This is an optimization exercise on Yosys and OpenROAD, whose aim is small area, a short achievable clock period and few clock cycles per item, not a production implementation. Function was checked by simulation only, so behaviour that the tests miss may differ from the original.

Design modem_top, start of the top module:
module modem_top(
	input wire clk,
	input wire rst,
	input wire iocs,
	input wire [2:0] ioaddr,
	input wire [15:0] din,
	input wire iowr,
	input wire iord,
	input wire [15:0] rdix,  
	input wire [15:0] rdiy,  
	input wire riv,
	input wire toe,  
	output logic [15:0] dout,
	output logic [15:0] tdox,
	output logic [15:0] tdoy,
	output logic tov,
	output logic xmtout,
	output logic pttout
);
Size: about 5500 cells after synthesis, roughly 1400 flip-flops, roughly 110 I/O pins, roughly 0.067 mm² of cells after synthesis.
==> flow/config.mk <==
export PLATFORM = sky130hd
export DESIGN_NAME = modem_top
export DESIGN_NICKNAME = modem_top
export VERILOG_FILES = /design/flow/design.v
export SDC_FILE = /design/flow/constraint.sdc
export NUM_CORES = 4
export LEC_CHECK = 0
export CAP_MARGIN = 20
export CORE_MARGIN = 2
export CORE_UTILIZATION = 62
export CTS_CLUSTER_DIAMETER = 110
export CTS_CLUSTER_SIZE = 24
export PLACE_DENSITY = 0.72
export SETUP_SLACK_MARGIN = 3.8
export SLEW_MARGIN = 20
export TNS_END_PERCENT = 10
==> flow/constraint.sdc <==
create_clock -name core_clock -period 7.0 [get_ports {clk}]
set_input_delay 1.4000 -clock core_clock [delete_from_list [all_inputs] [get_ports {clk}]]
set_output_delay 1.4000 -clock core_clock [all_outputs]
set_load 0.01 [all_outputs]
run.sh (not shown) runs the stock make flow with config.mk's settings and CLKGATE_MAP_FILE= SYNTH_SCRIPT=/design/flow/synth_recipe.tcl, a recipe that flattens the netlist after the stock synthesis.
Testbench counts at the start, summed over its fixed seeds: cycles 1,160, items 512.
==> next run, changes <==
--- a/flow/design.v
+++ b/flow/design.v
@@ -43,21 +43,21 @@
 	logic xw_r;
 	logic yw_r;
 	assign wr = iocs & iowr;
 	assign rd = iocs & iord;
 	assign wr_x = wr & (ioaddr == 3'd0);
 	assign wr_y = wr & (ioaddr == 3'd1);
 	assign wr_cfg = wr & (ioaddr == 3'd2);
 	assign wr_cmd = wr & (ioaddr == 3'd7);
 	assign fifo_flush = wr_cmd & din[1];
 	assign cpu_pop = rd & (ioaddr == 3'd1) & ~xmt;
-	assign tx_y_nxt = din_r + (fm ? tx_y : 16'd0);
+	assign tx_y_nxt = fm ? din_r + tx_y : din_r;
 	assign tx_new = yw_r & xmt;
 	always_ff @(posedge clk)
 	begin
 		if (rst)
 		begin
 			fm <= 1'b0;
 			dly <= '0;
 			ptt <= 1'b0;
 			tx_y <= '0;
 			yw_r <= 1'b0;
@@ -252,22 +252,24 @@
 				za = za | ATAN[16*(2*s-2) +: 16];
 				zd = zd | dr[s-1];
 			end
 			if (h[s])
 			begin
 				za = za | ATAN[16*(2*s-1) +: 16];
 				zd = zd | dr[s];
 			end
 		end
 	end
+	logic [15:0] zar;
+	logic zdr;
 	logic [16:0] zat;
-	assign zat = {zacc, 1'b1} + {za ^ {16{zd}}, zd};
+	assign zat = {zacc, 1'b1} + {zar ^ {16{zdr}}, zdr};
 	always_comb
 	begin
 		ua[0] = 1'b0;
 		ua2[0] = 1'b0;
 		ub = '0;
 		ub2 = '0;
 		ua[1] = v0;
 		ua2[1] = ~v0n;
 		for (int s = 2; s < 9; s++)
 		begin
@@ -308,28 +310,30 @@
 		end
 	end
 	always_ff @(posedge clk)
 	begin
 		x[0] <= {{2{xi[15]}}, xi};
 		y[0] <= {{2{yi[15]}}, yi};
 		z[0] <= zi;
 		dr[0] <= 1'b0;
 		s0 <= rotate ? (zi[15] ^ zi[14]) : xi[15];
 		ny0 <= rotate ? zi[15] : xi[15];
+		zar <= za;
+		zdr <= zd;
 		if (v0)
 			zacc <= {x[0][15], 15'd0};  
 		else
 			zacc <= zat[16:1];
 		if (h[8])
 		begin
 			xo <= g_unit[8].xt[W:3];
-			yo <= rotate ? g_unit[8].yt[W:3] : zacc;  
+			yo <= rotate ? g_unit[8].yt[W:3] : zat[16:1];  
 		end
 	end
 endmodule
 `default_nettype wire
 `timescale 1ns/10ps
 `default_nettype none
 module fm_discrim(
 	input wire clk,
 	input wire rst,
 	input wire [15:0] mag,  
Outcome: Die area rose slightly; global-route usage came out higher by 0.11 points; register-to-register slack gains 0.22 ns; setup slack gains 0.18 ns; critical path depth falls by 14; via count hardly moves; wire length climbs slightly; core utilization rises by 0.19 points; worst hold slack gets better by 0.0030 ns; cell count stays flat; sequential share of layout area rose by 0.17 points; final area increases slightly; non-clock buffer count falls by 26.
Testbench counts after the change, summed over its fixed seeds: cycles 1,160, items 512.

---

modem_top, a different RTL version from the one above (not shown whole).
Size in the first run: ~5500 cells after synthesis, ~1400 flip-flops, about 66000 µm² of cells after synthesis.
==> flow/config.mk <==
export PLATFORM = sky130hd
export DESIGN_NAME = modem_top
export DESIGN_NICKNAME = modem_top
export VERILOG_FILES = /design/flow/design.v
export SDC_FILE = /design/flow/constraint.sdc
export NUM_CORES = 4
export LEC_CHECK = 0
export CAP_MARGIN = 20
export CORE_MARGIN = 2
export CORE_UTILIZATION = 55
export CTS_CLUSTER_DIAMETER = 100
export CTS_CLUSTER_SIZE = 20
export PLACE_DENSITY = 0.68
export SETUP_SLACK_MARGIN = 3.6
export SLEW_MARGIN = 20
export TNS_END_PERCENT = 10
==> flow/constraint.sdc <==
create_clock -name core_clock -period 7.0 [get_ports {clk}]
set_input_delay 1.4000 -clock core_clock [delete_from_list [all_inputs] [get_ports {clk}]]
set_output_delay 1.4000 -clock core_clock [all_outputs]
set_load 0.01 [all_outputs]
Testbench counts at the start, summed over its fixed seeds: cycles 1,160, items 512.
Edit:
--- a/flow/design.v
+++ b/flow/design.v
@@ -136,17 +136,16 @@
 	logic [8:0][W-1:0] y;
 	logic [8:0][15:0] z;  
 	logic [8:0] dr;  
 	logic [8:0] h;  
 	logic [8:0] f;  
 	logic [8:0] fn;  
 	logic [15:0] zacc;  
 	logic v0;  
-	logic v0n;  
 	logic it0;  
 	logic [8:0] ua;  
 	logic [8:0] ua2;  
 	assign accept = ~v0;
 	assign fin = h[8];
 	logic s0;  
 	logic ny0;  
 	logic [W-1:0] xa1;
@@ -258,38 +257,36 @@
 	end
 	logic [16:0] zat;
 	assign zat = {zacc, 1'b1} + {za ^ {16{zd}}, zd};
 	always_comb
 	begin
 		ua[0] = 1'b0;
 		ua2[0] = 1'b0;
 		ua[1] = v0;
-		ua2[1] = ~v0n;
+		ua2[1] = v0;
 		for (int s = 2; s < 9; s++)
 		begin
 			ua[s] = f[s-1];
 			ua2[s] = ~fn[s-1];
 		end
 	end
 	always_ff @(posedge clk)
 	begin
 		if (rst)
 		begin
 			v0 <= 1'b0;
-			v0n <= 1'b1;
 			it0 <= 1'b0;
 			h <= '0;
 			f <= '0;
 			fn <= '1;
 		end
 		else
 		begin
 			v0 <= ~v0 & load;
-			v0n <= ~(~v0 & load);
 			it0 <= v0 & ~rotate;
 			h[1] <= v0 | it0;
 			f[1] <= h[1] & ~it0;
 			fn[1] <= ~(h[1] & ~it0);
 			for (int s = 2; s < 9; s++)
 			begin
 				h[s] <= f[s-1];
 				f[s] <= h[s];
@@ -337,18 +334,17 @@
 	logic [4:0] hist;  
 	logic pr;  
 	logic pw;  
 	logic do_rd;
 	logic do_wr;
 	logic [15:0] p;
 	assign do_rd = pr & (ph == rs);
 	assign do_wr = pw & (ph == wp);
-	logic pv;  
-	assign p = pv ? ring[0] : 16'd0;
+	assign p = (fm && ({1'b0, dly} < hist)) ? ring[0] : 16'd0;
 	logic [15:0] frq;  
 	logic [15:0] mag_r;  
 	assign res = {mag_r, frq};
 	always_ff @(posedge clk)
 	begin
 		if (rst)
 		begin
 			ph <= '0;
@@ -377,17 +373,16 @@
 					pw <= 1'b0;
 			end
 			if (do_rd && !hist[4])
 				hist <= hist + 1'b1;
 		end
 	end
 	always_ff @(posedge clk)
 	begin
-		pv <= fm && ({1'b0, dly} < hist);
 		frq <= phs - p;  
 		mag_r <= mag;
 		for (int i = 0; i < 15; i++)
 			ring[i] <= ring[i+1];
 		ring[15] <= do_wr ? phs : ring[0];
 	end
 endmodule
 `default_nettype wire
@@ -403,47 +398,38 @@
 	input wire rd,
 	output logic [31:0] rdata,  
 	output logic empty,
 	output logic full
 );
 	logic [31:0] mem [16];
 	logic [3:0] wp;
 	logic [3:0] rp;
-	logic [3:0] rpn;  
 	logic [4:0] count;
 	logic do_wr;
 	logic do_rd;
 	assign empty = (count == 5'd0);
 	assign full = count[4];
 	assign do_wr = wr & ~full;  
 	assign do_rd = rd & ~empty;
-	logic [31:0] mx;
-	logic [31:0] my;
-	assign mx = mem[rp];
-	assign my = mem[~rpn];
-	assign rdata = {mx[31:16], my[15:0]};
+	assign rdata = mem[rp];
 	always_ff @(posedge clk)
 	begin
 		if (rst || flush)
 		begin
 			wp <= '0;
 			rp <= '0;
-			rpn <= '1;
 			count <= '0;
 		end
 		else
 		begin
 			if (do_wr)
 				wp <= wp + 1'b1;
 			if (do_rd)
-			begin
 				rp <= rp + 1'b1;
-				rpn <= ~(rp + 1'b1);
-			end
 			if (do_rd)
 				count <= do_wr ? count : count - 1'b1;
 			else
 				count <= do_wr ? count + 1'b1 : count;
 		end
 	end
 	always_ff @(posedge clk)
 	begin
The new run went through all stages and came out clean.
Final cell count barely changes.
Final area barely changes.
Setup slack gains 74 ps.
Clock-buffer cell count is lower by 1.
Clock skew came out lower by 17 ps.
Wire length drops slightly.
Global-route usage falls by 0.15 points.
Die area barely changes.
Testbench counts after the change, summed over its fixed seeds: cycles 1,160, items 512.

port drivers added, routing unchanged:
The results above use ideal ports. As a check the final layouts listed here were re-extracted and re-timed, cells and wires unchanged.
Step 1: set_driving_cell puts a clkbuf_16 on clk and a buf_2 on each other input, an assumption about the parent block.
Step 2 adds t to the input delays and takes it off the output delays; t is the mean of the earliest and latest rising clock arrival at the registers after step 1. Input paths then give back, and output paths get back, about the clock's delay inside the block.
a / b / c = ideal ports / drivers / drivers and shift; a / b = the first two.
run | shift t [ns] | setup WS [ns] | worst data-port slew with drivers (ns)
the first run of note 1 | 0.738 | 3.417 / 3.417 / 3.114 | 0.11
the second run of note 1 | 0.752 | 3.593 / 3.526 / 3.069 | 0.08
the first run of note 2 | 0.755 | 3.439 / 3.443 / 2.711 | 0.08
the second run of note 2 | 0.754 | 3.513 / 3.513 / 3.090 | 0.06
After both steps every run listed still meets setup and hold. For the first run of note 2, which loses most, drivers alone change the setup slack by +0.004 ns; drivers and shift together by -0.728 ns.
